Context: an optimization exercise on an open-source flow, tuned for small area and a short achievable clock period. The choices shown serve that exercise and are no tape-out recipe. Function was not checked in any run shown here: the RTL went through the layout flow alone. Power figures rest on the tool's default switching activity, not on a simulated workload.

==> design/flow/design.v <==
`default_nettype none
package invaders_pkg;
    typedef logic [9:0] coord_t;
    typedef struct packed {
        coord_t x;
        coord_t y;
    } pos_t;
    typedef struct packed {
        logic       game_over;
        logic       game_win;
        logic [1:0] lives;
    } status_t;
    localparam int SCREEN_WIDTH  = 640;
    localparam int SCREEN_HEIGHT = 480;
    localparam int   ALIEN_W         = 16;
    localparam int   ALIEN_H         = 16;
    localparam int   ALIEN_H_SPACING = 60;
    localparam int   ALIEN_V_SPACING = 45;
    localparam pos_t ALIEN_START     = {10'd50, 10'd50};
    localparam int   ALIEN_STEP      = 2;
    localparam int   ALIEN_DROP      = 20;
    localparam int     SHIP_W       = 16;
    localparam int     SHIP_H       = 30;
    localparam coord_t SHIP_Y       = 10'd440;
    localparam coord_t SHIP_START_X = 10'd320;
    localparam int     ROCKET_W     = 7;
    localparam int     ROCKET_H     = 3;
    localparam int     ROCKET_SPEED = 2;
    localparam int     LASER_W      = 7;
    localparam int     LASER_H      = 3;
    localparam int     LASER_SPEED  = 1;
    localparam logic [5:0]  EXPLOSION_TICKS = 6'd35;
    localparam logic [1:0]  START_LIVES     = 2'd3;
    localparam logic [7:0]  POINTS_PER_KILL = 8'd10;
    localparam logic [7:0]  START_PERIOD    = 8'd8;
    localparam logic [15:0] LFSR_SEED       = 16'hACE1;
    localparam logic [2:0] REG_CONTROL    = 3'd0;
    localparam logic [2:0] REG_STATUS     = 3'd1;
    localparam logic [2:0] REG_SCORE      = 3'd2;
    localparam logic [2:0] REG_HIGH_SCORE = 3'd3;
    localparam logic [2:0] REG_SHIP_X     = 3'd4;
    localparam logic [2:0] REG_ALIVE      = 3'd5;
endpackage
`default_nettype wire
`timescale 1ns/1ps
`default_nettype none
module invaders_top #(
    parameter int ALIEN_COLS = 6,
    parameter int ALIEN_ROWS = 3
) (
    input  wire logic        clk,
    input  wire logic        reset,
    input  wire logic        frame_tick,
    input  wire logic        fire,
    input  wire logic        left,
    input  wire logic        right,
    input  wire logic        wb_cyc,
    input  wire logic        wb_stb,
    input  wire logic        wb_we,
    input  wire logic [2:0]  wb_adr,
    input  wire logic [31:0] wb_dat_w,
    output logic [31:0]      wb_dat_r,
    output logic             wb_ack
);
    localparam logic [5:0] EXP_START = 6'd1;     
    localparam logic [5:0] EXP_DONE  = 6'd11;    
    function automatic logic ge_c(input logic [9:0] a, input logic [9:0] k);
        ge_c = 1'b1;
        for (int i = 0; i < 10; i++)
            ge_c = k[i] ? (a[i] && ge_c) : (a[i] || ge_c);
    endfunction
    function automatic logic le_c(input logic [9:0] a, input logic [9:0] k);
        le_c = 1'b1;
        for (int i = 0; i < 10; i++)
            le_c = k[i] ? (!a[i] || le_c) : (!a[i] && le_c);
    endfunction
    function automatic logic [9:0] incdec(input logic [9:0] x, input logic dec);
        for (int i = 0; i < 10; i++)
            incdec[i] = x[i] ^ (dec ? ~|(x & ((10'd1 << i) - 10'd1)) : &(x | ~((10'd1 << i) - 10'd1)));
    endfunction
    function automatic logic [7:0] score_of(input logic [2:0] q, input logic [1:0] r);
        score_of = {q, 5'b0} - {4'b0, q, 1'b0} + {3'b0, r, 3'b0} + {5'b0, r, 1'b0};
    endfunction
    function automatic logic [63:0] move_table();
        for (int i = 0; i < 64; i++) move_table[i] = (i % 8) + (i / 8) >= 7;
    endfunction
    localparam logic [63:0] MOVE_T = move_table();
    logic        run, restart;
    logic [17:0] dat;
    logic        game_over, game_win;
    logic [1:0]  lives;
    logic [2:0]  kq, hq;         
    logic [1:0]  kr, hr;         
    logic        dir_right;
    logic [2:0]  count;
    logic [4:0]  fa;             
    logic [4:0]  fb;             
    logic [4:0]  fn;             
    logic [17:0] alive;
    logic [3:0]  sa;             
    logic [5:0]  sb;             
    logic [5:0]  explode;
    logic        ra;             
    logic [4:0]  d1;             
    logic [5:0]  d0;             
    logic        raw;            
    logic [5:0]  ra_;            
    logic [3:0]  rb;             
    logic        la;             
    logic [3:0]  lxa;            
    logic [5:0]  lxb;            
    logic [4:0]  la_;            
    logic [4:0]  lb;             
    logic [15:0] lfsr;
    logic [2:0]  scol;
    logic [1:0]  srow;
    logic req, step;
    assign req  = wb_cyc && wb_stb && !wb_ack;
    assign step = frame_tick && run && !game_over && !game_win;
    logic [9:0]  ship_x;
    assign ship_x = {sa, 6'b0} - {4'b0, sa, 2'b0} + {4'b0, sb};
    logic [7:0]  score;
    logic [17:0] read_data;
    assign score = score_of(wb_adr[0] ? hq : kq, wb_adr[0] ? hr : kr);
    always_comb begin
        case (wb_adr)
            3'd0:    read_data = {17'b0, run};
            3'd1:    read_data = {14'b0, game_over, game_win, lives};
            3'd2,
            3'd3:    read_data = {10'b0, score};
            3'd4:    read_data = {8'b0, ship_x};
            3'd5:    read_data = alive;
            default: read_data = '0;
        endcase
    end
    always_ff @(posedge clk) dat <= read_data;
    assign wb_dat_r = {14'b0, dat};
    always_ff @(posedge clk or posedge reset) begin
        if (reset) begin
            run     <= 1'b0;
            wb_ack  <= 1'b0;
            restart <= 1'b0;
        end else begin
            wb_ack  <= req;
            restart <= 1'b0;
            if (req && wb_we && wb_adr == 3'd0) begin
                run     <= wb_dat_w[0];
                restart <= wb_dat_w[1];
            end
        end
    end
    logic [5:0] col_live;
    logic [2:0] row_live;
    always_comb begin
        for (int c = 0; c < 6; c++)
            col_live[c] = alive[c] | alive[6+c] | alive[12+c];
        for (int r = 0; r < 3; r++)
            row_live[r] = |alive[r*6 +: 6];
    end
    logic hit_right, hit_left, hit_edge;
    always_comb begin
        hit_right = 1'b0;
        hit_left  = 1'b0;
        for (int c = 0; c < 6; c++) begin
            if (col_live[c] && fa == 5'(10 - c)) hit_right = 1'b1;
            if (col_live[c] && fa == 5'(-c))     hit_left  = 1'b1;
        end
        hit_edge = dir_right ? (hit_right && fb == 5'd12) : (hit_left && fb == 5'd0);
    end
    logic bottom_reached;
    assign bottom_reached = (row_live[2] && ge_c(10'(fn), 10'd12))
                         || (row_live[1] && ge_c(10'(fn), 10'd14))
                         || (row_live[0] && ge_c(10'(fn), 10'd17));
    logic move;
    assign move = MOVE_T[{kq, count}];
    logic fmove, fdrop;
    assign fmove = move && !hit_edge;            
    assign fdrop = move && hit_edge;             
    logic [4:0] fa_n, fb_n;
    always_comb begin
        fa_n = fa;
        fb_n = fb;
        if (fmove) begin
            if (dir_right) begin
                if (fb == 5'd29) begin
                    fb_n = 5'd0;
                    fa_n = 5'(incdec(10'(fa), 1'b0));
                end else begin
                    fb_n = 5'(incdec(10'(fb), 1'b0));
                end
            end else begin
                if (fb == 5'd0) begin
                    fb_n = 5'd29;
                    fa_n = 5'(incdec(10'(fa), 1'b1));
                end else begin
                    fb_n = 5'(incdec(10'(fb), 1'b1));
                end
            end
        end
    end
    logic        d0_lo, d0_hi;
    logic [5:0]  col_hit;
    logic [2:0]  row_hit;
    logic [17:0] hit_vec;
    logic        kill;
    assign d0_lo = le_c(10'(d0), 10'd11);
    assign d0_hi = ge_c(10'(d0), 10'd50);
    always_comb begin
        for (int c = 0; c < 6; c++)
            col_hit[c] = (d1 == 5'(c) && d0_lo) || (d1 == 5'(c - 1) && d0_hi);
        row_hit[0] = (ra_ == 6'd2 && ge_c(10'(rb), 10'd4)) || (ra_ == 6'd3 && le_c(10'(rb), 10'd2));
        row_hit[1] = (ra_ == 6'd4 && ge_c(10'(rb), 10'd6)) || (ra_ == 6'd5 && le_c(10'(rb), 10'd4));
        row_hit[2] = (ra_ == 6'd6 && ge_c(10'(rb), 10'd9)) || (ra_ == 6'd7 && le_c(10'(rb), 10'd7));
        for (int r = 0; r < 3; r++)
            for (int c = 0; c < 6; c++)
                hit_vec[r*6+c] = alive[r*6+c] && col_hit[c] && row_hit[r];
    end
    assign kill = ra && (|hit_vec);              
    logic r_top;
    always_comb begin
        logic [5:0] a, b;
        a = ra_;
        b = {1'b0, fn};
        r_top = (rb == 4'd0);
        for (int i = 0; i < 6; i++)
            if ((a[i] ^ b[i]) != ((i == 0) ? 1'b0 : (a[i-1] | b[i-1]))) r_top = 1'b0;
    end
    logic       f_right, f_left;
    logic [6:0] rel0;
    logic [4:0] d1_n;
    logic [5:0] d0_n;
    logic       raw_n;
    assign f_right = step && fmove && dir_right;
    assign f_left  = step && fmove && !dir_right;
    assign rel0    = {1'b0, d0} - {1'b0, fb, 1'b0};
    always_comb begin
        d1_n  = d1;
        d0_n  = d0;
        raw_n = 1'b0;
        if (!ra) begin
            d1_n  = {1'b0, sa};
            d0_n  = sb;
            raw_n = 1'b1;
        end else if (raw) begin
            if (f_right || f_left) begin
                raw_n = 1'b1;
            end else if (rel0[6]) begin
                d0_n = 6'(rel0 + 7'd60);
                d1_n = d1 - fa - 5'd1;
            end else begin
                d0_n = rel0[5:0];
                d1_n = d1 - fa;
            end
        end else if (f_right) begin
            if (!ge_c(10'(d0), 10'd2)) begin
                d0_n = {5'd29, d0[0]};
                d1_n = 5'(incdec(10'(d1), 1'b1));
            end else begin
                d0_n = {5'(incdec(10'(d0[5:1]), 1'b1)), d0[0]};
            end
        end else if (f_left) begin
            if (ge_c(10'(d0), 10'd58)) begin
                d0_n = {5'd0, d0[0]};
                d1_n = 5'(incdec(10'(d1), 1'b0));
            end else begin
                d0_n = {5'(incdec(10'(d0[5:1]), 1'b0)), d0[0]};
            end
        end
    end
    logic [5:0] ra_s, ra_n;
    logic [3:0] rb_n;
    always_comb begin
        if (ra) begin
            rb_n = (rb == 4'd0) ? 4'd9 : 4'(incdec(10'(rb), 1'b1));
            ra_s = (rb == 4'd0) ? 6'(incdec(10'(ra_), 1'b1)) : ra_;
        end else begin
            rb_n = 4'd8;
            ra_s = 6'd21 - {1'b0, fn};
        end
        ra_n = fdrop ? 6'(incdec(10'(ra_s), 1'b1)) : ra_s;
    end
    logic       can_shoot;
    logic [2:0] col_alive;
    always_comb begin
        for (int r = 0; r < 3; r++) col_alive[r] = alive[r*6 + int'(scol)];
        case (srow)
            2'd0:    can_shoot = col_alive[0] && !col_alive[1] && !col_alive[2];
            2'd1:    can_shoot = col_alive[1] && !col_alive[2];
            default: can_shoot = col_alive[2];
        endcase
    end
    logic [3:0] shoot_xa;
    logic [5:0] shoot_xb;
    logic [4:0] shoot_a, shoot_b;
    assign shoot_xb = ge_c(10'(fb), 10'd28) ? 6'({fb, 1'b0} - 6'd56) : 6'({fb, 1'b0} + 6'd4);
    assign shoot_xa = 4'(fa + 5'(scol) + 5'(ge_c(10'(fb), 10'd28)));
    assign shoot_a  = fn + 5'(3 + 2 * int'(srow));
    assign shoot_b  = 5'(6 + 5 * int'(srow));
    logic [6:0] e;
    logic [4:0] ad;
    logic       overlap_x, overlap_y, ship_hit;
    assign e  = {1'b0, lxb} - {1'b0, sb};
    assign ad = {1'b0, lxa} - {1'b0, sa};
    assign overlap_x = (ad == 5'd0  && (ge_c(10'(e), 10'd122) || le_c(10'(e), 10'd15)))
                    || (ad == 5'd1  && ge_c(10'(e), 10'd64) && le_c(10'(e), 10'd83))
                    || (ad == 5'h1f && ge_c(10'(e), 10'd54) && le_c(10'(e), 10'd63));
    assign overlap_y = (la_ == 5'd21 && ge_c(10'(lb), 10'd18)) || la_ == 5'd22 || (la_ == 5'd23 && le_c(10'(lb), 10'd9));
    assign ship_hit  = la && overlap_x && overlap_y;     
    logic laser_end;                             
    assign laser_end = ge_c(10'(la_), 10'd24) || (la_ == 5'd23 && ge_c(10'(lb), 10'd17));
    always_ff @(posedge clk or posedge reset) begin
        if (reset) begin
            lfsr <= 16'hACE1;
        end else if (restart) begin
            lfsr <= 16'hACE1;
        end else begin
            lfsr <= {lfsr[14:0], lfsr[15] ^ lfsr[13] ^ lfsr[12] ^ lfsr[10]};
        end
    end
    always_ff @(posedge clk or posedge reset) begin
        if (reset) begin
            hq <= '0;
            hr <= '0;
        end else if ({kq, kr} > {hq, hr}) begin
            hq <= kq;
            hr <= kr;
        end
    end
    always_ff @(posedge clk or posedge reset) begin
        if (reset) begin
            game_over <= 1'b0;
            game_win  <= 1'b0;
            lives     <= 2'd3;
            kq        <= '0;
            kr        <= '0;
        end else if (restart) begin
            game_over <= 1'b0;
            game_win  <= 1'b0;
            lives     <= 2'd3;
            kq        <= '0;
            kr        <= '0;
        end else begin
            if (step && kill) begin
                if (kr == 2'd2) begin
                    kr <= 2'd0;
                    kq <= kq + 3'd1;
                end else begin
                    kr <= kr + 2'd1;
                end
            end
            if (step && ship_hit && lives != 2'd0) lives <= lives - 2'd1;
            if (lives == 2'd0 || bottom_reached) game_over <= 1'b1;
            if (alive == '0) game_win <= 1'b1;
        end
    end
    always_ff @(posedge clk or posedge reset) begin
        if (reset) begin
            fa        <= 5'd0;
            fb        <= 5'd25;
            fn        <= '0;
            dir_right <= 1'b1;
            count     <= '0;
            alive     <= '1;
        end else if (restart) begin
            fa        <= 5'd0;
            fb        <= 5'd25;
            fn        <= '0;
            dir_right <= 1'b1;
            count     <= '0;
            alive     <= '1;
        end else if (step) begin
            if (ra) alive <= alive & ~hit_vec;
            fa        <= fa_n;
            fb        <= fb_n;
            dir_right <= dir_right ^ fdrop;
            if (fdrop) fn <= 5'(incdec(10'(fn), 1'b0));
            count     <= move ? 3'd0 : count + 3'd1;
        end
    end
    logic ship_r, ship_l;
    assign ship_r = right && !(sa == 4'd10 && ge_c(10'(sb), 10'd23));
    assign ship_l = !right && left && (sa != 4'd0 || ge_c(10'(sb), 10'd2));
    always_ff @(posedge clk or posedge reset) begin
        if (reset) begin
            sa      <= 4'd5;
            sb      <= 6'd20;
            explode <= EXP_DONE;
            ra      <= 1'b0;
        end else if (restart) begin
            sa      <= 4'd5;
            sb      <= 6'd20;
            explode <= EXP_DONE;
            ra      <= 1'b0;
        end else if (step) begin
            if (ship_r) begin
                if (sb == 6'd59) begin
                    sb <= 6'd0;
                    sa <= 4'(incdec(10'(sa), 1'b0));
                end else begin
                    sb <= 6'(incdec(10'(sb), 1'b0));
                end
            end else if (ship_l) begin
                if (sb == 6'd0) begin
                    sb <= 6'd59;
                    sa <= 4'(incdec(10'(sa), 1'b1));
                end else begin
                    sb <= 6'(incdec(10'(sb), 1'b1));
                end
            end
            if (ship_hit) explode <= EXP_START;
            else if (explode != EXP_DONE) explode <= {explode[4:0], explode[5] ^ explode[4]};
            if (kill) ra <= 1'b0;
            else if (ra) begin
                if (r_top) ra <= 1'b0;
            end else if (fire && explode == EXP_DONE) ra <= 1'b1;
        end
    end
    always_ff @(posedge clk) begin
        d1  <= d1_n;
        d0  <= d0_n;
        raw <= raw_n;
        if (step) begin
            ra_ <= ra_n;
            rb  <= rb_n;
        end
    end
    always_ff @(posedge clk or posedge reset) begin
        if (reset) begin
            la   <= 1'b0;
            scol <= '0;
            srow <= '0;
        end else if (restart) begin
            la   <= 1'b0;
            scol <= '0;
            srow <= '0;
        end else if (step) begin
            if (ship_hit) la <= 1'b0;
            else if (la) begin
                if (laser_end) la <= 1'b0;
            end else begin
                if (can_shoot && lfsr[0]) la <= 1'b1;
                if (scol == 3'd5) begin
                    scol <= '0;
                    srow <= (srow == 2'd2) ? 2'd0 : srow + 2'd1;
                end else begin
                    scol <= scol + 3'd1;
                end
            end
        end
    end
    always_ff @(posedge clk) begin
        if (step) begin
            if (la) begin
                if (lb == 5'd19) begin
                    lb  <= '0;
                    la_ <= 5'(incdec(10'(la_), 1'b0));
                end else begin
                    lb  <= 5'(incdec(10'(lb), 1'b0));
                end
            end else begin
                lxa <= shoot_xa;
                lxb <= shoot_xb;
                la_ <= shoot_a;
                lb  <= shoot_b;
            end
        end
    end
endmodule
`default_nettype wire
==> design/flow/flow/run.sh <==
#!/bin/bash
# The standard layout (the standard.sh), with buf_4 cells as the port
# buffers instead of the delay cells buffer_ports picks by default.
set -euo pipefail
export BUFFER_PORTS_ARGS="-buffer_cell sky130_fd_sc_hd__buf_4"
bash standard.sh > standard.log 2>&1
==> design/flow/standard.sh <==
#!/bin/bash
# synth_recipe.tcl (not shown) runs the flow's synth.tcl, then flattens the netlist and writes it again
# the make line also repeats each setting of config.mk as NAME=value (left out here)
make -C /OpenROAD-flow-scripts/flow DESIGN_CONFIG=/design/flow/config.mk WORK_HOME=/design/flow/orfs CLKGATE_MAP_FILE= SYNTH_SCRIPT=/design/flow/synth_recipe.tcl "${@:-finish}"
==> design/flow/config.mk <==
export PLATFORM = sky130hd
export DESIGN_NAME = invaders_top
export DESIGN_NICKNAME = invaders_top
export VERILOG_FILES = /design/flow/design.v
export SDC_FILE = /design/flow/constraint.sdc
export NUM_CORES = 4
export LEC_CHECK = 0
export ABC_AREA = 1
export CAP_MARGIN = 20
export CORE_MARGIN = 2
export CORE_UTILIZATION = 40
export CTS_BUF_LIST = sky130_fd_sc_hd__clkbuf_4 sky130_fd_sc_hd__clkbuf_8
export SETUP_SLACK_MARGIN = 3.8
export SLEW_MARGIN = 20
==> design/flow/constraint.sdc <==
create_clock -name core_clock -period 6.0 [get_ports {clk}]
set_input_delay 1.2000 -clock core_clock [delete_from_list [all_inputs] [get_ports {clk}]]
set_output_delay 1.2000 -clock core_clock [all_outputs]
set_load 0.01 [all_outputs]
==> impl_metrics.yaml, run 1 <==
status:
  status: "finished clean"
drt:
  route.vias.total: 10375
  vias_per_cell: 5.18
  ant_nets: 0
  drc: 0
  postRouteWirelength_um: 31400
  wire_per_inst_um: 15.7
  drt_first_iter_violations: 927
  first_pass_iters: 6
clock_network:
  clock_latency_ns: 0.49
  clk_pin_slew_ns: 0.11
  htree_num_levels: 4
  tritoncts: "done"
  cts_sinks: 151
  cts_buffer_depth: 2
  cts_buffers: 17
  clock_tree.root_cell: "clkbuf_8"
critical_path:
  critical_path_required_ns: 6.37
  path_class: "reg2reg"
  cp.arrival_ns: 2.79
  start_kind: "flip-flop"
  worst-path-max-fanout: 7
  rr_worst_depth: 15
  end_kind: "flip-flop"
floorplanning:
  start_util: 0.403
  die_area_um2: 29200
  die_x_um: 171
  core.rowCount: 61
  pin_count: 77
  die_h_um: 171
  coreArea_um2: 27600
sta:
  worst_pin_slew_ns: 0.641
  setup-tns-final_ns: 0
  setup-violations-final: 0
  skew_ns: 0.0254
  relSlewSlack: 0.569
  slew_viol_final: 0
  fin_crit_ns: 2.41
  hold_violations: 0
  fmax_mhz: 414
  post-route-period-util: 0.402
  grt_setup_unrepaired: "yes"
grt:
  grt_pass1_vias: 9682
  antenna_found_initial: 0
  grt_start_max_net_pins: 45
  grt_overflow: 0
  grt_pass1_wl_um: 49000
  grtUsageTotal: 0.214
cells_and_area:
  fill_cells: 2581
  drive_gt1_frac: 0.339
  fin_cells: 2001
  areaGrowthSynthToFinish_pct: 30.9
  nNetsFinal: 1769
  seqCellArea_um2: 3930
  multiInputGateArea_um2: 7370
  layout_common_cells: "nand2_1, inv_1, buf_4"
  antenna_cells: 0
  mostFrequentLayoutCell: "nand2_1"
synthesis:
  synth_simple_gate_area_share: 0.256
  synthAdderAreaFrac: 0.134
  ys_warn_count: 1
  synthCells: 1443
  synthMuxAreaShare: 0.00191
  synth_top_family_by_area: "simple AND/OR/NAND/NOR gates"
  yosys.area_share.xor_xnor: 0.0337
  ys_seq_elements: 151
  yosysUniqueCellTypes: 63
  synthFlopType: "dfrtp_1"
  syn_avg_cell_area_um2: 7.72
  synth_area_um2: 11100
  synth_edf_count: 38
  ys_async_sr_fraction: 0.616
  synth-compound-area-share: 0.131
  yosysSeqAreaShare: 0.352
place:
  dp_hpwl_um: 21300
  dp_cells: 1831
  portBuffers: 32
  place_congestion: 0.912
job:
  max_cap_violations: 0
power_and_ir_drop:
  ir_drop_uv: 161
  pwr-share-seq: 0.288
  intPower_mw: 3.06
  combPwrFrac: 0.565
  p_clk_frac: 0.147
  p_per_area_nw_per_um2: 382
  p_sw_frac: 0.449
  leakagePower_nw: 6.82
  switchingPower_mw: 2.50
hold_path:
  hold_depth: 1
  hp-class: "reg2reg"
[layer usage]
layer	vias to the layer above	track usage	part of all wire	wire length, um
met5	-	0	0	0
met1	4954	0.284	0.45	14100
met4	0	0.0726	0.025	784
met2	280	0.350	0.48	15000
met3	52	0.0393	0.050	1580
li1	5089	-	-	-
[layout make-up]
type,instances,share of cell area
clock buffer,17,0.0161
clock inverter,15,0.0116
inverter,215,0.0603
multi-input combinational,1050,0.505
sequential,151,0.270
tap,378,0.0325
timing repair buffer,174,0.104
timing repair inverter,1,0.000601
[state kept, by name, indices dropped and copies added (netlist names), 3 cells and up]
register,cells
d1,5
lxa,4
lb,5
d0,5
scol,3
hq,3
explode,6
rb,4
fa,5
fn,5
kq,3
ra_,6
count,3
dat,18
la_,5
lxb,5
sb,6
fb,5
alive,18
sa,4
lfsr,16
[path summary, 6_finish.rpt]
path	start	to	slack, ns
max	sb[4]	explode[2]	3.59
min	lfsr[4]	lfsr[5]	0.44
max reg2reg	sb[4]	explode[2]	3.59
min reg2reg	lfsr[4]	lfsr[5]	0.44
max in group asynchronous	reset	explode[3]	4.39
min in group asynchronous	reset	sb[5]	0.72
[timing repair]
action	in CTS	in global routing
setup endpoints to repair	82	81
gates resized for setup	183	159
cloned	2	1
hold buffers	0	0
pin swaps	91	79
buffers inserted	101	34
[synthesized netlist by cell type (7+ instances only)]
cell type	instances	area, um^2
nor2_2	8	50.1
o21ai_0	103	515
dfxtp_1	20	400
edfxtp_1	38	1140
dfrtp_1	54	1350
nor2_1	136	510
xor2_1	23	201
o22ai_1	12	75.1
o21ai_1	17	85.1
inv_1	189	709
nand2_1	310	1160
o211ai_1	13	97.6
inv_2	23	86.3
ha_1	108	1350
or2_2	13	81.3
clkbuf_1	18	67.6
dfstp_2	39	1020
xnor2_1	18	158
nand3_1	92	460
nand4_1	14	87.6
buf_4	15	113
nor3_1	20	100
a31oi_1	7	43.8
fa_1	7	140
a21oi_1	56	280
o221ai_1	9	78.8
[per-stage QoR]
stage	power, mW	instance area, um^2	hold WS [ns]	setup WS, ns	utilization
after floorplan	3.28	11300	0.410	3.10	-
after global placement	3.74	11900	0.412	2.86	0.429
after detailed placement	3.79	11900	0.419	2.80	0.429
after CTS	5.21	13700	0.444	3.57	0.497
after global routing	5.99	14600	0.454	3.47	0.527
final	5.56	14600	0.440	3.59	0.527
[power by group through the flow]
stage	clock network (mW)	registers, mW	logic [mW]
3_3_place_gp	0	1.64	2.09
5_1_grt	0.870	1.63	3.49
2_1_floorplan	0	1.53	1.75
6_report	0.819	1.60	3.14
3_5_place_dp	0	1.65	2.14
4_1_cts	0.832	1.60	2.78
[critical path, cell delays in order, from the launching register on]
cell and delay [ns]:
dfstp_2 0.58, clkinvlp_4 0.13, ha_4 0.31, nand2_2 0.05, or2_1 0.24, nand3_1 0.07, nand2_1 0.06, nand2_2 0.08
inv_2 0.05, buf_4 0.12, nand2_1 0.10, nand3_4 0.16, nand3_4 0.15, nand2_4 0.09, nand2_1 0.06, nand2_1 0.06
[cell families (layout without fill, tap and decap cells)]
kind of cell             after synthesis  after routing
AO/OA/AOI/OAI                        249            249
XOR/XNOR                              42             42
adder cells (fa/ha/maj)              115            115
buffers and inverters                255            422
flip-flops                           151            151
multiplexers                           2              2
other                                  1             14
AND/OR/NAND/NOR                      628            628
==> inputs of run 2 (changes only) <==
--- a/design/flow/config.mk
+++ b/design/flow/config.mk
@@ -10,5 +10,5 @@
 export CORE_MARGIN = 2
 export CORE_UTILIZATION = 40
 export CTS_BUF_LIST = sky130_fd_sc_hd__clkbuf_4 sky130_fd_sc_hd__clkbuf_8
-export SETUP_SLACK_MARGIN = 3.8
+export SETUP_SLACK_MARGIN = 3.4
 export SLEW_MARGIN = 20
==> run 2 against run 1 <==
  * Still clean
  * Design area decreased by 12%
  * Flip-flop and latch count unchanged
  * Fmax decreased by 2.3%
  * Critical path depth unchanged
  * Count of clock-buffer cells in the layout unchanged
  * Sequential power about the same
==> impl_metrics.yaml, run 2 <==
place:
  dp_hpwl_um: 21000
  dpl_cell_area_um2: 11800
  portBuffers: 32
  dp_cells: 1831
  place_congestion: 0.916
cells_and_area:
  mostFrequentLayoutCell: "nand2_1"
  reg_top3: "alive: 18 flops, dat: 18 flops, lfsr: 16 flops"
  fin_cells: 1904
  layout_common_cells: "nand2_1, inv_1, nor2_1"
  drive_gt1_frac: 0.198
  areaGrowthSynthToFinish_pct: 15.0
  antenna_cells: 0
  finalInstanceArea_um2: 12800
  nNetsFinal: 1672
sta:
  grt_setup_unrepaired: "yes"
  relSlewSlack: 0.430
  hold_violations: 0
  fmax_mhz: 405
  setup-violations-final: 0
  fin_crit_ns: 2.47
  skew_ns: 0.0218
  post-route-period-util: 0.412
  slew_viol_final: 0
  worst_pin_slew_ns: 0.855
  setup-tns-final_ns: 0
power_and_ir_drop:
  switchingPower_mw: 2.20
  pwr-share-seq: 0.325
  leakagePower_nw: 6.13
  ir_drop_uv: 157
  intPower_mw: 2.70
  p_per_area_nw_per_um2: 383
  combPwrFrac: 0.509
  p_sw_frac: 0.448
  p_clk_frac: 0.166
critical_path:
  start_kind: "primary input"
  end_kind: "flip-flop"
  critical_path_required_ns: 6.35
  cp.arrival_ns: 2.82
  worst-path-max-fanout: 12
  path_class: "in2reg"
synthesis:
  synth_edf_count: 38
  synth_area_um2: 11100
  synthCells: 1443
  synthFlopType: "dfrtp_1"
  synth_most_common_cell: "nand2_1"
  ys_warn_count: 1
  yosysSeqAreaShare: 0.352
  synth_top_area_frac: 0.121
  ys_async_sr_fraction: 0.616
  synth_area_leader_cell: "dfrtp_1"
  yosysUniqueCellTypes: 63
  ys_seq_elements: 151
  netlist_top_cells_count: "nand2_1, inv_1, nor2_1, ha_1, o21ai_0"
  syn_avg_cell_area_um2: 7.72
  synth_top_cells_by_area: "dfrtp_1, ha_1, nand2_1"
clock_network:
  cts_sinks: 151
  htree_num_levels: 4
  cts_buffers: 17
  tritoncts: "done"
  clk_pin_slew_ns: 0.11
  clock_tree.root_cell: "clkbuf_8"
  cts_buffer_depth: 2
  clock_latency_ns: 0.49
grt:
  grt_overflow: 0
  antenna_found_initial: 0
  grt_pass1_wl_um: 45400
  grt_pass1_vias: 8978
  grtUsageTotal: 0.198
  grt_start_max_net_pins: 61
hold_path:
  hp-class: "reg2reg"
floorplanning:
  die_area_um2: 29200
  start_util: 0.403
  core.rowCount: 61
  die_x_um: 171
  coreArea_um2: 27600
  die_h_um: 171
  pin_count: 77
drt:
  route.vias.total: 9622
  first_pass_iters: 5
  vias_per_cell: 5.05
  wire_per_inst_um: 14.8
  postRouteWirelength_um: 28200
  drc: 0
  drt_first_iter_violations: 739
  ant_nets: 0
job:
  max_cap_violations: 0
status:
  status: "finished clean"
## run 2: worst paths after layout
| path | end | cells after the start | start | slack (ns) |
|---|---|---|---|---|
| max | dat[7] | 15 | wb_adr[0] | 3.53 |
| min | lfsr[15] | 1 | lfsr[14] | 0.44 |
| max reg2reg | kq[1] | 19 | d0[1] | 3.54 |
| min reg2reg | lfsr[15] | 1 | lfsr[14] | 0.44 |
| max in group asynchronous | fb[1] | 3 | reset | 3.78 |
| min in group asynchronous | lfsr[4] | 2 | reset | 0.84 |
## run 2: through the flow
stage	hold slack (ns)	total power, mW	utilization	setup WS [ns]
after floorplan	0.410	3.24	-	3.09
after global placement	0.411	3.70	0.426	2.73
after detailed placement	0.423	3.74	0.426	2.73
after CTS	0.446	4.63	0.446	3.40
after global routing	0.454	5.35	0.463	3.37
final	0.442	4.90	0.463	3.53
## run 2: layer usage
metal	track usage	share of wire	up-vias
met3	0.0326	0.050	32
met4	0.0542	0.014	0
li1	-	-	4873
met2	0.320	0.46	229
met5	0	0	-
met1	0.275	0.48	4488
## run 2: timing repair
action / in CTS / in global routing
hold buffers: 0 / 0
gates resized for setup: 17 / 70
gates cloned: 0 / 1
buffers inserted: 8 / 32
pin swaps: 6 / 24
setup endpoints to repair: 39 / 65
## run 2: cells by family after synthesis
kind of cell	after synthesis	share of synthesized area
muxes	2	0.00191
AOI/OAI and AO/OA	249	0.131
adders and majority gates	115	0.134
and+or+nand+nor	628	0.256
other	1	0.000337
DFF	151	0.352
xor gates and xnor gates	42	0.0337
buffers and inverters	255	0.0918
## run 2: layout make-up
type / instances / area [um^2]
Clock buffer: 17 / 234
Clock inverter: 15 / 183
Fill cell: 2760 / 14800
Inverter: 215 / 840
Multi-Input combinational cell: 1050 / 6540
Sequential cell: 151 / 3930
Tap cell: 378 / 473
Timing Repair Buffer: 77 / 602
Timing Repair inverter: 1 / 8.76
## run 2: power groups by stage
stage	sequential [mW]	clock (mW)	combinational, mW
after detailed placement	1.64	0	2.10
after global placement	1.65	0	2.05
final	1.59	0.812	2.49
after floorplan	1.53	0	1.71
after CTS	1.61	0.828	2.19
after global routing	1.63	0.866	2.86
## run 2: worst max-delay path, cell delays in order
cell and delay [ns]:
buf_8 0.12, inv_4 0.04, or2_4 0.22, o21ai_2 0.08, inv_2 0.08, ha_4 0.15
a21oi_1 0.12, o21ai_1 0.09, nand2_1 0.07, inv_1 0.05, nor2_2 0.14, inv_2 0.05
nor3_2 0.12, xor2_1 0.16, o221ai_1 0.11
==> inputs of run 3 (changes only) <==
--- a/design/flow/design.v
+++ b/design/flow/design.v
@@ -101,9 +101,8 @@
     logic [5:0]  sb;             
     logic [5:0]  explode;
     logic        ra;             
-    logic [4:0]  d1;             
-    logic [5:0]  d0;             
-    logic        raw;            
+    logic [3:0]  rxa;            
+    logic [5:0]  rxb;            
     logic [5:0]  ra_;            
     logic [3:0]  rb;             
     logic        la;             
@@ -198,16 +197,21 @@
             end
         end
     end
-    logic        d0_lo, d0_hi;
+    logic [6:0]  t;
+    logic [4:0]  k;
+    logic        t_mid, t_hi, t_lo;
     logic [5:0]  col_hit;
     logic [2:0]  row_hit;
     logic [17:0] hit_vec;
     logic        kill;
-    assign d0_lo = le_c(10'(d0), 10'd11);
-    assign d0_hi = ge_c(10'(d0), 10'd50);
+    assign t     = {1'b0, rxb} - {1'b0, fb, 1'b0};
+    assign k     = {1'b0, rxa} - fa;
+    assign t_mid = ge_c(10'(t), 10'd118) || le_c(10'(t), 10'd11);      
+    assign t_hi  = ge_c(10'(t), 10'd50) && le_c(10'(t), 10'd63);       
+    assign t_lo  = ge_c(10'(t), 10'd64) && le_c(10'(t), 10'd79);       
     always_comb begin
         for (int c = 0; c < 6; c++)
-            col_hit[c] = (d1 == 5'(c) && d0_lo) || (d1 == 5'(c - 1) && d0_hi);
+            col_hit[c] = (k == 5'(c) && t_mid) || (k == 5'(c - 1) && t_hi) || (k == 5'(c + 1) && t_lo);
         row_hit[0] = (ra_ == 6'd2 && ge_c(10'(rb), 10'd4)) || (ra_ == 6'd3 && le_c(10'(rb), 10'd2));
         row_hit[1] = (ra_ == 6'd4 && ge_c(10'(rb), 10'd6)) || (ra_ == 6'd5 && le_c(10'(rb), 10'd4));
         row_hit[2] = (ra_ == 6'd6 && ge_c(10'(rb), 10'd9)) || (ra_ == 6'd7 && le_c(10'(rb), 10'd7));
@@ -225,48 +229,6 @@
         for (int i = 0; i < 6; i++)
             if ((a[i] ^ b[i]) != ((i == 0) ? 1'b0 : (a[i-1] | b[i-1]))) r_top = 1'b0;
     end
-    logic       f_right, f_left;
-    logic [6:0] rel0;
-    logic [4:0] d1_n;
-    logic [5:0] d0_n;
-    logic       raw_n;
-    assign f_right = step && fmove && dir_right;
-    assign f_left  = step && fmove && !dir_right;
-    assign rel0    = {1'b0, d0} - {1'b0, fb, 1'b0};
-    always_comb begin
-        d1_n  = d1;
-        d0_n  = d0;
-        raw_n = 1'b0;
-        if (!ra) begin
-            d1_n  = {1'b0, sa};
-            d0_n  = sb;
-            raw_n = 1'b1;
-        end else if (raw) begin
-            if (f_right || f_left) begin
-                raw_n = 1'b1;
-            end else if (rel0[6]) begin
-                d0_n = 6'(rel0 + 7'd60);
-                d1_n = d1 - fa - 5'd1;
-            end else begin
-                d0_n = rel0[5:0];
-                d1_n = d1 - fa;
-            end
-        end else if (f_right) begin
-            if (!ge_c(10'(d0), 10'd2)) begin
-                d0_n = {5'd29, d0[0]};
-                d1_n = 5'(incdec(10'(d1), 1'b1));
-            end else begin
-                d0_n = {5'(incdec(10'(d0[5:1]), 1'b1)), d0[0]};
-            end
-        end else if (f_left) begin
-            if (ge_c(10'(d0), 10'd58)) begin
-                d0_n = {5'd0, d0[0]};
-                d1_n = 5'(incdec(10'(d1), 1'b0));
-            end else begin
-                d0_n = {5'(incdec(10'(d0[5:1]), 1'b0)), d0[0]};
-            end
-        end
-    end
     logic [5:0] ra_s, ra_n;
     logic [3:0] rb_n;
     always_comb begin
@@ -416,9 +378,10 @@
         end
     end
     always_ff @(posedge clk) begin
-        d1  <= d1_n;
-        d0  <= d0_n;
-        raw <= raw_n;
+        if (!ra) begin
+            rxa <= sa;
+            rxb <= sb;
+        end
         if (step) begin
             ra_ <= ra_n;
             rb  <= rb_n;
--- a/design/flow/config.mk
+++ b/design/flow/config.mk
@@ -10,5 +10,5 @@
 export CORE_MARGIN = 2
 export CORE_UTILIZATION = 40
 export CTS_BUF_LIST = sky130_fd_sc_hd__clkbuf_4 sky130_fd_sc_hd__clkbuf_8
-export SETUP_SLACK_MARGIN = 3.4
+export SETUP_SLACK_MARGIN = 3.6
 export SLEW_MARGIN = 20
==> run 3 against run 2 <==
  * Total power increased by 4.1%
  * Global-route usage grew 0.10 points
  * Critical endpoint is now kq[2]
  * Worst hold slack worse by 0.0038 ns
  * Count of clock-buffer cells in the layout unchanged
  * Core utilization is 2.1 points higher
  * Worst setup slack got worse by 0.33 ns
  * Synthesized area decreased by 7.2%
  * Combinational power grew 8.4%
  * Via count is 8.7% lower
  * Flip-flop and latch count decreased by 2
==> impl_metrics.yaml, run 3 <==
status:
  status: "finished clean"
synthesis:
  syn_avg_cell_area_um2: 7.91
  synthFlopType: "dfrtp_1"
  ys_async_sr_fraction: 0.624
  netlist_top_cells_count: "nand2_1, inv_1, nor2_1, o21ai_0, ha_1"
  synth_most_common_cell: "nand2_1"
  synthCells: 1305
  synth_area_leader_cell: "dfrtp_1"
  synth_area_um2: 10300
  ys_seq_elements: 149
  ys_warn_count: 1
  synth_top_area_frac: 0.131
  synth_edf_count: 38
  synth_top_cells_by_area: "dfrtp_1, ha_1, edfxtp_1"
  yosysUniqueCellTypes: 57
  yosysSeqAreaShare: 0.375
clock_network:
  tritoncts: "done"
  cts_buffer_depth: 2
  cts_buffers: 17
  clock_latency_ns: 0.47
  clock_tree.root_cell: "clkbuf_8"
  clk_pin_slew_ns: 0.11
  cts_sinks: 149
  htree_num_levels: 4
floorplanning:
  pin_count: 77
  die_area_um2: 27100
  die_x_um: 165
  coreArea_um2: 25300
  die_h_um: 165
  core.rowCount: 58
  start_util: 0.409
critical_path:
  critical_path_required_ns: 6.37
  cp.arrival_ns: 3.17
  crit_top_cell: "nand2_2"
  worst-path-max-fanout: 6
  cp_top_family: "simple AND/OR/NAND/NOR gates"
  end_kind: "flip-flop"
  crit_buf_inv: 1
  slowest_stage: "dfstp_2"
  cpPeakStageDelay_ns: 0.57
  crit_chain: "ha_2, fa_2, or2_1, nand3_2, nand2_2, nand3b_1, nand2_2, nand2_2, nand2_1, inv_2, nand2_2, nor2_4, nand3_4, nand3_4, nand2_4, nand2_1, nand2_1"
  start_kind: "flip-flop"
  path_class: "reg2reg"
cells_and_area:
  fill_cells: 2472
  seqCellArea_um2: 3890
  multiInputGateArea_um2: 6090
  reg_top3: "alive: 18 flops, dat: 18 flops, lfsr: 16 flops"
  layout_common_cells: "nand2_1, inv_1, nor2_1"
  fin_util: 0.485
  mostFrequentLayoutCell: "nand2_1"
  antenna_cells: 0
  drive_gt1_frac: 0.246
  finalInstanceArea_um2: 12200
  nNetsFinal: 1538
  areaGrowthSynthToFinish_pct: 18.5
sta:
  fin_crit_ns: 2.80
  setup-tns-final_ns: 0
  grt_setup_unrepaired: "yes"
  setup-violations-final: 0
  post-route-period-util: 0.466
  hold_violations: 0
  fmax_mhz: 358
  slew_viol_final: 0
  worst_pin_slew_ns: 0.686
  skew_ns: 0.0193
  relSlewSlack: 0.542
drt:
  postRouteWirelength_um: 26100
  route.vias.total: 8783
  ant_nets: 0
  drt_first_iter_violations: 531
  wire_per_inst_um: 15.1
  vias_per_cell: 5.07
  first_pass_iters: 5
  drc: 0
grt:
  grtUsageTotal: 0.199
  grt_overflow: 0
  antenna_found_initial: 0
  grt_pass1_wl_um: 42500
  grt_pass1_vias: 8427
  grt_start_max_net_pins: 66
place:
  portBuffers: 32
  place_congestion: 0.872
  dpl_cell_area_um2: 11000
  dp_hpwl_um: 19000
power_and_ir_drop:
  leakagePower_nw: 5.83
  p_per_area_nw_per_um2: 416
  design_power_total_mw: 5.10
  ir_drop_uv: 330
job:
  max_cap_violations: 0
hold_path:
  hp-class: "reg2reg"
-- run 3: worst register-to-register path: cells and delay by family, from the launching register on --
family                   cells  cell delay, ns
flip-flops                   1            0.57
AND/OR/NAND/NOR             14            1.43
buffers and inverters        1            0.06
adder cells (fa/ha/maj)      2            0.66
-- run 3: power by group --
part,internal [mW],switching (mW)
Combinational,1.08,1.62
Sequential,1.37,0.226
Clock,0.318,0.486
-- run 3: kinds of logic after synthesis --
| family | share of synthesized area |
|---|---|
| muxes | 0.00206 |
| DFF | 0.375 |
| xor gates and xnor gates | 0.0280 |
| and+or+nand+nor | 0.243 |
| AOI/OAI and AO/OA | 0.126 |
| buffers and inverters | 0.0926 |
| other | 0.000363 |
| adders and majority gates | 0.134 |
-- run 3: final cells by class --
class / instances / area share
clock inverter: 15 / 0.0142
clock buffer: 17 / 0.0191
inverter: 202 / 0.0636
multi-input combinational: 934 / 0.498
tap: 330 / 0.0337
sequential: 149 / 0.318
timing repair buffer: 84 / 0.0541
-- run 3: per-layer routing --
metal / GRT usage / vias to the layer above / wire length (um)
met5: 0 / - / 0
met4: 0.0486 / 0 / 342
met3: 0.0319 / 25 / 870
met2: 0.340 / 163 / 12700
met1: 0.264 / 4143 / 12200
li1: - / 4452 / -
-- run 3: final timing paths --
path | from | end | slack [ns] | depth (start not counted)
worst max-delay path | fb[0] | kq[2] | 3.20 | 17
worst min-delay path | lfsr[14] | lfsr[15] | 0.44 | 1
worst max register to register | fb[0] | kq[2] | 3.20 | 17
worst min register to register | lfsr[14] | lfsr[15] | 0.44 | 1
max in group asynchronous | reset | fb[1] | 4.14 | 3
min in group asynchronous | reset | explode[4] | 0.80 | 2
-- run 3: timing repair --
action | CTS | global route
endpoints found under the setup margin | 66 | 80
hold buffers | 0 | 0
gates cloned | 1 | 0
pin swaps | 14 | 17
setup buffers | 34 | 15
resized for setup | 56 | 77
-- run 3: through the flow --
step                      hold WS (ns)  std cells  setup WS, ns
after detailed placement         0.414       1649          2.59
after floorplan                  0.410       1318          3.14
after global routing             0.462       1731          3.03
final                            0.439       1731          3.20
after global placement           0.411       1649          2.63
after CTS                        0.441       1716          3.23
==> inputs of run 4 (changes only) <==
--- a/design/flow/config.mk
+++ b/design/flow/config.mk
@@ -10,5 +10,5 @@
 export CORE_MARGIN = 2
 export CORE_UTILIZATION = 40
 export CTS_BUF_LIST = sky130_fd_sc_hd__clkbuf_4 sky130_fd_sc_hd__clkbuf_8
-export SETUP_SLACK_MARGIN = 3.6
+export SETUP_SLACK_MARGIN = 3.4
 export SLEW_MARGIN = 20
==> run 4 against run 3 <==
  * Fmax fell by 0.22%
  * Count of clock-buffer cells in the layout unchanged
  * Worst hold slack better by 0.0028 ns
  * Clock power down 0.5%
  * Synthesized cell count unchanged
  * Die area unchanged
  * Clock skew shrank 0.0027 ns
  * Critical path depth grew 2
  * Via count fell by 0.10%
  * Largest power group unchanged
==> impl_metrics.yaml, run 4 <==
critical_path:
  cpPeakStageDelay_ns: 0.57
  worst-path-max-fanout: 5
  path_class: "reg2reg"
  end_kind: "flip-flop"
  slowest_stage: "fa_2"
  crit_buf_inv: 3
  start_kind: "flip-flop"
  cp_top_family: "simple AND/OR/NAND/NOR gates"
  critical_path_required_ns: 6.41
  crit_top_cell: "nand2_1"
  crit_chain: "inv_2, ha_4, inv_4, fa_2, inv_2, or2_4, nor2_1, nand2_2, nor2_1, nor2_2, nand2_2, nand3_1, nand2_1, nor2_2, nand3_4, nand3_4, nand2_4, nand2_1, nand2_1"
  cp.arrival_ns: 3.21
synthesis:
  synthCells: 1305
  ys_async_sr_fraction: 0.624
  synth-compound-area-share: 0.126
  synth_area_um2: 10300
  synth_edf_count: 38
  yosysUniqueCellTypes: 57
  syn_avg_cell_area_um2: 7.91
  ys_warn_count: 1
  synth_most_common_cell: "nand2_1"
  synth_area_leader_cell: "dfrtp_1"
  synthAdderAreaFrac: 0.134
  synth_simple_gate_area_share: 0.243
  synth_top_cells_by_area: "dfrtp_1, ha_1, edfxtp_1"
  yosys.area_share.xor_xnor: 0.0280
  synth_top_area_frac: 0.131
  synthMuxAreaShare: 0.00206
  synth_top_family_by_area: "simple AND/OR/NAND/NOR gates"
  yosysSeqAreaShare: 0.375
  synthFlopType: "dfrtp_1"
  netlist_top_cells_count: "nand2_1, inv_1, nor2_1, o21ai_0, ha_1"
  ys_seq_elements: 149
power_and_ir_drop:
  leakagePower_nw: 5.73
  p_per_area_nw_per_um2: 413
  ir_drop_uv: 279
cells_and_area:
  nNetsFinal: 1522
  mostFrequentLayoutCell: "nand2_1"
  antenna_cells: 0
  drive_gt1_frac: 0.207
  areaGrowthSynthToFinish_pct: 15.3
  reg_top3: "alive: 18 flops, dat: 18 flops, lfsr: 16 flops"
  fin_util: 0.471
  layout_common_cells: "nand2_1, inv_1, nor2_1"
grt:
  antenna_found_initial: 0
  grtUsageTotal: 0.195
  grt_start_max_net_pins: 75
  grt_pass1_vias: 8327
  grt_overflow: 0
  grt_pass1_wl_um: 41700
clock_network:
  clock_tree.root_cell: "clkbuf_8"
  htree_num_levels: 4
  cts_buffers: 17
  cts_sinks: 149
  clk_pin_slew_ns: 0.11
  hold_buffers: 0
  clock_latency_ns: 0.47
  cts_buffer_depth: 2
  tritoncts: "done"
floorplanning:
  die_area_um2: 27100
  die_x_um: 165
  die_h_um: 165
  core.rowCount: 58
  pin_count: 77
  start_util: 0.409
  coreArea_um2: 25300
drt:
  drt_first_iter_violations: 571
  drc: 0
  postRouteWirelength_um: 25600
  route.vias.total: 8774
  first_pass_iters: 6
  vias_per_cell: 5.12
  ant_nets: 0
  wire_per_inst_um: 14.9
sta:
  setup-tns-final_ns: 0
  fin_crit_ns: 2.80
  slew_viol_final: 0
  skew_ns: 0.0167
  setup-violations-final: 0
  grt_setup_unrepaired: "yes"
  relSlewSlack: 0.331
  fmax_mhz: 357
  worst_pin_slew_ns: 1.00
  post-route-period-util: 0.467
  hold_violations: 0
place:
  place_congestion: 0.878
  dp_hpwl_um: 18800
  portBuffers: 32
job:
  max_cap_violations: 0
status:
  status: "finished clean"
hold_path:
  hp-class: "reg2reg"
## run 4: final cells by class
cell class	count	area, um^2
inverters	202	785
repair buffers	68	522
clock inverters	15	184
well taps	330	413
fillers	2531	13300
clock buffers	17	234
flip-flops and latches	149	3890
multi-input cells	934	5880
## run 4: what timing repair did
item                                    CTS  global route
endpoints found under the setup margin   45            57
buffers inserted                         22            11
cloned                                    1             0
resized for setup                        32            65
pin swaps                                17            22
## run 4: path summary, 6_finish.rpt
path / startpoint / end / slack (ns) / cells after the start
max: rxa[0] / kq[0] / 3.20 / 19
min: lfsr[14] / lfsr[15] / 0.44 / 1
max reg2reg: rxa[0] / kq[0] / 3.20 / 19
min reg2reg: lfsr[14] / lfsr[15] / 0.44 / 1
max in group asynchronous: reset / fb[1] / 3.88 / 3
min in group asynchronous: reset / lfsr[4] / 0.72 / 2
## run 4: per-stage QoR
step           cell area, um^2  power (mW)  setup slack (ns)  hold slack, ns  cells
2_1_floorplan            10400        3.29              3.14           0.410   1318
3_3_place_gp             10900        3.77              2.61           0.412   1649
3_5_place_dp             10900        3.82              2.56           0.418   1649
4_1_cts                  11600        4.79              3.18           0.444   1704
5_1_grt                  11900        5.37              3.00           0.461   1715
6_report                 11900        4.92              3.20           0.441   1715
## run 4: logic make-up (layout without fill, tap and decap cells)
logic type,after synthesis,in the layout
buffers and inverters,236,302
AOI/OAI and AO/OA,226,226
xor gates and xnor gates,33,33
muxes,2,2
adders and majority gates,106,106
DFF,149,149
and+or+nand+nor,552,553
other,1,14
## run 4: power by group
part	switching [mW]	total (mW)	internal (mW)	leakage [nW]
Combinational	1.54	2.51	0.974	3.92
Sequential	0.234	1.60	1.37	1.59
Clock	0.480	0.800	0.320	0.209
## run 4: per-layer routing
layer / up-vias / global-route usage / share of wire
li1: 4425 / - / -
met3: 37 / 0.0362 / 0.036
met4: 0 / 0.0711 / 0.024
met5: - / 0 / 0
met1: 4140 / 0.258 / 0.46
met2: 172 / 0.319 / 0.48
==> inputs of run 5 (changes only) <==
--- a/design/flow/design.v
+++ b/design/flow/design.v
@@ -74,6 +74,25 @@
         for (int i = 0; i < 10; i++)
             le_c = k[i] ? (!a[i] || le_c) : (!a[i] && le_c);
     endfunction
+    function automatic logic [9:0] add(input logic [9:0] a, input logic [9:0] b, input logic cin);
+        logic [9:0] g, p, gg, pp, gn, pn;
+        g  = a & b;
+        p  = a ^ b;
+        gg = g;
+        pp = p;
+        gg[0] = g[0] | (p[0] & cin);
+        for (int d = 1; d < 10; d = d * 2) begin
+            gn = gg;
+            pn = pp;
+            for (int i = d; i < 10; i++) begin
+                gn[i] = gg[i] | (pp[i] & gg[i-d]);
+                pn[i] = pp[i] & pp[i-d];
+            end
+            gg = gn;
+            pp = pn;
+        end
+        add = p ^ {gg[8:0], cin};
+    endfunction
     function automatic logic [9:0] incdec(input logic [9:0] x, input logic dec);
         for (int i = 0; i < 10; i++)
             incdec[i] = x[i] ^ (dec ? ~|(x & ((10'd1 << i) - 10'd1)) : &(x | ~((10'd1 << i) - 10'd1)));
@@ -204,8 +223,11 @@
     logic [2:0]  row_hit;
     logic [17:0] hit_vec;
     logic        kill;
-    assign t     = {1'b0, rxb} - {1'b0, fb, 1'b0};
-    assign k     = {1'b0, rxa} - fa;
+    logic [9:0]  t10, k10;
+    assign t10   = add({4'd0, rxb}, ~{4'd0, fb, 1'b0}, 1'b1);
+    assign k10   = add({6'd0, rxa}, ~{{5{fa[4]}}, fa}, 1'b1);
+    assign t     = t10[6:0];
+    assign k     = k10[4:0];
     assign t_mid = ge_c(10'(t), 10'd118) || le_c(10'(t), 10'd11);      
     assign t_hi  = ge_c(10'(t), 10'd50) && le_c(10'(t), 10'd63);       
     assign t_lo  = ge_c(10'(t), 10'd64) && le_c(10'(t), 10'd79);       
@@ -261,8 +283,11 @@
     logic [6:0] e;
     logic [4:0] ad;
     logic       overlap_x, overlap_y, ship_hit;
-    assign e  = {1'b0, lxb} - {1'b0, sb};
-    assign ad = {1'b0, lxa} - {1'b0, sa};
+    logic [9:0] e10, ad10;
+    assign e10 = add({4'd0, lxb}, ~{4'd0, sb}, 1'b1);
+    assign ad10 = add({6'd0, lxa}, ~{6'd0, sa}, 1'b1);
+    assign e  = e10[6:0];
+    assign ad = ad10[4:0];
     assign overlap_x = (ad == 5'd0  && (ge_c(10'(e), 10'd122) || le_c(10'(e), 10'd15)))
                     || (ad == 5'd1  && ge_c(10'(e), 10'd64) && le_c(10'(e), 10'd83))
                     || (ad == 5'h1f && ge_c(10'(e), 10'd54) && le_c(10'(e), 10'd63));
==> run 5 against run 4 <==
  * Still clean
  * Worst setup slack hardly changed
  * Synthesized cell count up 2.5%
  * Synthesized area grew 0.41%
  * Final cell count is 3.1% higher
  * Non-clock buffer count is 20 higher
  * Clock skew about the same
  * Combinational power shrank 62%
  * Core utilization up 2.6 points
  * Fmax barely moved
  * Register-to-register slack is essentially flat
==> impl_metrics.yaml, run 5 <==
power_and_ir_drop:
  p_per_area_nw_per_um2: 240
  leakagePower_nw: 5.86
  p_clk_frac: 0.271
  switchingPower_mw: 1.14
  combPwrFrac: 0.315
  ir_drop_uv: 215
  p_sw_frac: 0.376
  design_power_total_mw: 3.03
  pwr-share-seq: 0.414
  intPower_mw: 1.89
floorplanning:
  start_util: 0.409
  die_x_um: 165
  die_h_um: 165
  coreArea_um2: 25300
  pin_count: 77
  core.rowCount: 58
  die_area_um2: 27200
synthesis:
  synth-compound-area-share: 0.130
  yosysSeqAreaShare: 0.374
  synth_top_cells_by_area: "dfrtp_1, ha_1, edfxtp_1"
  yosysUniqueCellTypes: 62
  synthFlopType: "dfrtp_1"
  ys_async_sr_fraction: 0.624
  synth_simple_gate_area_share: 0.236
  ys_warn_count: 1
  synth_edf_count: 38
  synth_area_leader_cell: "dfrtp_1"
  synth_top_area_frac: 0.130
  syn_avg_cell_area_um2: 7.76
  netlist_top_cells_count: "nand2_1, inv_1, nor2_1, o21ai_0, ha_1"
  synth_most_common_cell: "nand2_1"
  synth_top_family_by_area: "simple AND/OR/NAND/NOR gates"
  synthCells: 1337
  ys_seq_elements: 149
  synthMuxAreaShare: 0.00205
  yosys.area_share.xor_xnor: 0.0303
  synth_area_um2: 10400
  synthAdderAreaFrac: 0.132
status:
  status: "finished clean"
critical_path:
  path_class: "reg2reg"
  end_kind: "flip-flop"
  cp.arrival_ns: 3.18
  critical_path_required_ns: 6.38
  worst-path-max-fanout: 7
  start_kind: "flip-flop"
sta:
  fmax_mhz: 357
  worst_pin_slew_ns: 0.815
  slew_viol_final: 0
  hold_violations: 0
  skew_ns: 0.0167
  setup-tns-final_ns: 0
  grt_setup_unrepaired: "yes"
  fin_crit_ns: 2.80
  fin_ws_ns: 3.20
  timing.hold.ws_ns: 0.444
  post-route-period-util: 0.467
  relSlewSlack: 0.452
  setup-violations-final: 0
clock_network:
  clk_pin_slew_ns: 0.11
  cts_buffers: 17
  htree_num_levels: 4
  cts_buffer_depth: 2
  hold_buffers: 0
  clock_tree.root_cell: "clkbuf_8"
  clock_latency_ns: 0.48
  tritoncts: "done"
  cts_sinks: 149
place:
  dpl_cell_area_um2: 11000
  portBuffers: 32
  dp_hpwl_um: 19300
  place_congestion: 0.887
  place_ws_ns: 2.66
cells_and_area:
  mostFrequentLayoutCell: "nand2_1"
  reg_top3: "alive: 18 flops, dat: 18 flops, lfsr: 16 flops"
  areaGrowthSynthToFinish_pct: 21.5
  layout_common_cells: "nand2_1, inv_1, nor2_1"
  finalInstanceArea_um2: 12600
  drive_gt1_frac: 0.261
  antenna_cells: 0
  nNetsFinal: 1575
drt:
  wire_per_inst_um: 15.3
  vias_per_cell: 5.12
  ant_nets: 0
  postRouteWirelength_um: 27000
  first_pass_iters: 6
  drt_first_iter_violations: 645
  drc: 0
  route.vias.total: 9053
grt:
  antenna_found_initial: 0
  grt_start_max_net_pins: 58
  grtUsageTotal: 0.203
  grt_pass1_wl_um: 43300
  grt_pass1_vias: 8539
  grt_overflow: 0
hold_path:
  hp-class: "reg2reg"
job:
  max_cap_violations: 0
==> run 5: worst max-delay path, cell delays in order (launching register included) <==
cell and delay (ns):
dfrtp_2 0.47, inv_1 0.14, ha_2 0.33, a21oi_4 0.26, nand2_4 0.10, nand2_4 0.09
nand2_8 0.08, nand2_4 0.08, nor2_4 0.04, inv_2 0.06, nor2_4 0.03, nor2_2 0.10
nand2_2 0.10, nand2_2 0.10, nand2_2 0.07, nor2_4 0.13, nand3_2 0.09, o21bai_4 0.15
nand2_4 0.11, nand2_1 0.09, o21ai_1 0.06
==> run 5: power by group through the flow <==
stage / Clock (mW) / Sequential, mW / Combinational [mW]
5_1_grt: 0.878 / 1.27 / 1.08
3_5_place_dp: 0 / 1.28 / 0.753
4_1_cts: 0.838 / 1.25 / 0.874
3_3_place_gp: 0 / 1.28 / 0.739
2_1_floorplan: 0 / 1.26 / 0.593
6_report: 0.821 / 1.25 / 0.955
==> run 5: cells by family after synthesis <==
logic type / count (synthesis)
simple gates: 566
buf+inv: 246
compound gates: 232
flops: 149
fa+ha+maj: 106
xor+xnor: 35
mux: 2
other cells: 1
==> run 5: worst paths after layout <==
path | start | endpoint | slack (ns) | depth (start not counted)
min | lfsr[4] | lfsr[5] | 0.44 | 1
max | fa[3] | kr[0] | 3.20 | 20
min reg2reg | lfsr[4] | lfsr[5] | 0.44 | 1
min in group asynchronous | reset | la | 0.86 | 3
max reg2reg | fa[3] | kr[0] | 3.20 | 20
max in group asynchronous | reset | fa[1] | 3.95 | 4
==> run 5: through the flow <==
stage	util	cells
3_5_place_dp	0.434	1682
5_1_grt	0.498	1768
4_1_cts	0.476	1743
2_1_floorplan	-	1350
6_report	0.498	1768
3_3_place_gp	0.434	1682
==> run 5: final cells by class <==
cell class / instances / area (um^2)
repair buffers: 88 / 684
well taps: 330 / 413
repair inverters: 1 / 5.00
inverters: 212 / 817
fillers: 2453 / 12700
clock inverters: 15 / 179
flip-flops and latches: 149 / 3890
clock buffers: 17 / 234
multi-input cells: 956 / 6390
==> run 5: timing repair <==
item,4_1_cts,5_1_grt
gates resized for setup,106,106
gates cloned,2,0
setup buffers,27,25
endpoints found under the setup margin,38,54
pin swaps,32,44
==> run 5: routing by layer <==
metal,global-route usage,vias up,share of wire,wire length (um)
met2,0.342,171,0.50,13400
met4,0.0625,0,0.015,411
li1,-,4556,-,-
met3,0.0289,26,0.033,890
met1,0.268,4300,0.45,12300
met5,0,-,0,0

==> separate check: timing with driven ports <==
The flow's constraints put no driver on any port. The routed layouts listed below were extracted and timed again, unchanged, in two steps. Step 1: set_driving_cell puts a clkbuf_16 on clk and a buf_2 on each other input, an assumption about the parent block. Step 2 times the ports against the registers' clock, not the clock port: input delays grow and output delays shrink by t, the midpoint of the rising clock arrivals with the driver on. Slacks: ideal / step 1 / step 2; pairs: ideal / step 1.
run	t, ns	setup slack, ns	hold slack, ns	worst register clock-pin slew, ns	worst data-port slew with drivers (ns)
run 1	0.527	3.586 / 3.539 / 3.012	0.440 / 0.440 / 0.440	0.12 / 0.12	0.14
run 2	0.526	3.530 / 3.522 / 2.996	0.442 / 0.442 / 0.442	0.11 / 0.11	0.05
run 3	0.508	3.203 / 3.203 / 2.980	0.439 / 0.439 / 0.439	0.11 / 0.11	0.07
run 4	0.503	3.197 / 3.197 / 2.902	0.441 / 0.441 / 0.441	0.11 / 0.11	0.06
run 5	0.518	3.197 / 3.197 / 2.904	0.444 / 0.444 / 0.444	0.11 / 0.11	0.09
After both steps every run listed still meets setup and hold. The setup slack of run 1, which loses most, moves by -0.047 ns with the drivers and by -0.574 ns with both steps.
